What follows belongs to an exercise in optimizing a design on an open flow for small area; a production flow would make more cautious choices. Only simulation tests tie the RTL to the original design; equivalence was not proved. Power and IR drop assume default switching activity.

// touchpad_packet_finger_tracker
module touchpad_packet_finger_tracker (
  input  logic                               clk_i,
  input  logic                               rst_ni,
  input  logic                               s_axis_tvalid_i,
  output logic                               s_axis_tready_o,
  input  logic [tpft_pkg::IN_TDATA_W-1:0]    s_axis_tdata_i,
  output logic                               m_axis_tvalid_o,
  input  logic                               m_axis_tready_i,
  output logic [tpft_pkg::OUT_TDATA_W-1:0]   m_axis_tdata_o,
  output logic [1:0]                         m_axis_tuser_o,
  output logic                               m_axis_tlast_o,
  input  logic                               psel,
  input  logic                               penable,
  input  logic                               pwrite,
  input  logic [tpft_pkg::APB_ADDR_W-1:0]    paddr,
  input  logic [tpft_pkg::APB_DATA_W-1:0]    pwdata,
  output logic [tpft_pkg::APB_DATA_W-1:0]    prdata,
  output logic                               pready
);
  logic [3:0]                 touch_code_q, abs_code_q, rel_code_q;
  logic [15:0]                y_limit_q;
  logic                       reg_wr;
  logic [tpft_pkg::CMD_W-1:0] front_cmd, q_cmd;
  logic                       q_full, q_valid, q_pop;
  assign pready = 1'b1;
  assign reg_wr = psel && penable && pwrite;
  always_ff @(posedge clk_i or negedge rst_ni) begin
    if (!rst_ni) begin
      touch_code_q <= tpft_pkg::TOUCH_CODE_RST;
      abs_code_q   <= tpft_pkg::ABS_CODE_RST;
      rel_code_q   <= tpft_pkg::REL_CODE_RST;
      y_limit_q    <= tpft_pkg::Y_LIMIT_RST;
    end else if (reg_wr) begin
      case (paddr[3:2])
        2'd0: touch_code_q <= pwdata[3:0];
        2'd1: abs_code_q   <= pwdata[3:0];
        2'd2: rel_code_q   <= pwdata[3:0];
        2'd3: y_limit_q    <= pwdata[15:0];
      endcase
    end
  end
  always_comb begin
    case (paddr[3:2])
      2'd0:    prdata = {28'd0, touch_code_q};
      2'd1:    prdata = {28'd0, abs_code_q};
      2'd2:    prdata = {28'd0, rel_code_q};
      default: prdata = {16'd0, y_limit_q};
    endcase
  end
  tpft_front u_front (
    .pkt_i        (s_axis_tdata_i),
    .touch_code_i (touch_code_q),
    .abs_code_i   (abs_code_q),
    .rel_code_i   (rel_code_q),
    .cmd_o        (front_cmd)
  );
  assign s_axis_tready_o = !q_full;
  tpft_queue u_queue (
  ...
==> flow/config.mk <==
export PLATFORM = sky130hd
export DESIGN_NAME = touchpad_packet_finger_tracker
export DESIGN_NICKNAME = touchpad_packet_finger_tracker
export VERILOG_FILES = /design/flow/design.v
export SDC_FILE = /design/flow/constraint.sdc
export NUM_CORES = 4
export LEC_CHECK = 0
export CAP_MARGIN = 20
export CORE_MARGIN = 2
export CORE_UTILIZATION = 65
export CTS_BUF_LIST = sky130_fd_sc_hd__clkbuf_8
export CTS_CLUSTER_DIAMETER = 60
export CTS_CLUSTER_SIZE = 16
export SLEW_MARGIN = 20
==> flow/constraint.sdc <==
create_clock -name core_clock -period 8.0 [get_ports {clk_i}]
set_input_delay 1.6000 -clock core_clock [delete_from_list [all_inputs] [get_ports {clk_i}]]
set_output_delay 1.6000 -clock core_clock [all_outputs]
set_load 0.01 [all_outputs]
standard.sh (not shown) runs the stock make flow with config.mk's settings and CLKGATE_MAP_FILE= SYNTH_SCRIPT=/design/flow/synth_recipe.tcl, a recipe that flattens the netlist after the stock synthesis.
==> flow/flow/run.sh <==
#!/bin/bash
# Standard layout, with the port buffers made from the smallest buffer cell,
# the synthesis buffers removed, and a clock tree without dummy loads.
set -euo pipefail
export BUFFER_PORTS_ARGS="-buffer_cell sky130_fd_sc_hd__buf_1"
export REMOVE_ABC_BUFFERS=1
export CTS_ARGS="-sink_clustering_enable -repair_clock_nets -sink_clustering_size 16 -sink_clustering_max_diameter 60 -buf_list sky130_fd_sc_hd__clkbuf_8 -dont_use_dummy_load"
bash standard.sh > standard.log 2>&1
Rerun with:
==> flow/flow/run.sh (replaced) <==
#!/bin/bash
# Standard layout, with the port buffers made from the smallest buffer cell,
# the synthesis buffers removed, one tie cell per constant, and a clock tree
# without dummy loads.
set -euo pipefail
export BUFFER_PORTS_ARGS="-buffer_cell sky130_fd_sc_hd__buf_1"
export REMOVE_ABC_BUFFERS=1
export SKIP_REPAIR_TIE_FANOUT=1
export CTS_ARGS="-sink_clustering_enable -repair_clock_nets -sink_clustering_size 10 -sink_clustering_max_diameter 40 -buf_list sky130_fd_sc_hd__clkbuf_4 -dont_use_dummy_load"
bash standard.sh > standard.log 2>&1
- ABC_AREA: default -> 1
- CORE_UTILIZATION: 65 -> 75
- CTS_BUF_LIST: sky130_fd_sc_hd__clkbuf_8 -> default
- CTS_CLUSTER_DIAMETER: 60 -> default
- CTS_CLUSTER_SIZE: 16 -> default
=> Design area is lower by 1.0%; hold slack is worse by 0.023 ns; synthesized area hardly moves; sequential share of layout area rose by 0.66 points; via count grows by 14%; worst setup slack gets better by 0.26 ns.
Rerun with:
==> flow/flow/run.sh (replaced) <==
#!/bin/bash
# Standard layout, with the port buffers made from the smallest buffer cell,
# the synthesis buffers removed, and a clock tree without dummy loads.
set -euo pipefail
export BUFFER_PORTS_ARGS="-buffer_cell sky130_fd_sc_hd__buf_1"
export REMOVE_ABC_BUFFERS=1
export CTS_ARGS="-sink_clustering_enable -repair_clock_nets -sink_clustering_size 10 -sink_clustering_max_diameter 40 -buf_list sky130_fd_sc_hd__clkbuf_4 -dont_use_dummy_load"
bash standard.sh > standard.log 2>&1
What happened: Hold slack improved by 0.034 ns; register-to-register slack improved by 0.10 ns; clock skew hardly moves; cell count is higher by 1.2%.
Rerun with:
- ABC_AREA: 1 -> default
The new run completed without violations; non-clock buffer count rose by 4; design area hardly moves; wire length came out lower by 0.82%; critical path depth shrinks by 1; utilization rises by 0.14 points; die area is about the same; clock power goes down by about 0.8%; hold slack got worse by 0.0033 ns; clock-buffer cell count decreases by 1.

static timing again, ports no longer ideal:
How much do the figures lean on ideal ports? The routed layouts below were timed once more, with nothing changed but the port constraints. Step 1, drivers: a clkbuf_16 drives clk_i and a buf_2 each remaining input, both assumed. Step 2 moves the port delays by t, midway between the first and last clock arrival at a register: inputs arrive t later, outputs are due t later. That takes back most of the time a late clock gives input paths. a / b / c = ideal ports / drivers / drivers and shift; a / b = the first two.
run	t, ns	slack for setup (ns)	worst hold slack (ns)	worst setup path after step 2	latest minus earliest clock arrival (ns)
the first run	0.587	0.796 / 0.796 / 0.796	0.383 / 0.383 / 0.383	register to register	0.043 / 0.042
the second run	0.674	1.053 / 1.053 / 1.053	0.360 / 0.360 / 0.360	register to register	0.081 / 0.081
the third run	0.677	1.152 / 1.152 / 1.152	0.393 / 0.393 / 0.393	register to register	0.071 / 0.071
the fourth run	0.659	0.636 / 0.636 / 0.636	0.390 / 0.390 / 0.390	register to register	0.065 / 0.066
After both steps every run listed still meets setup and hold.
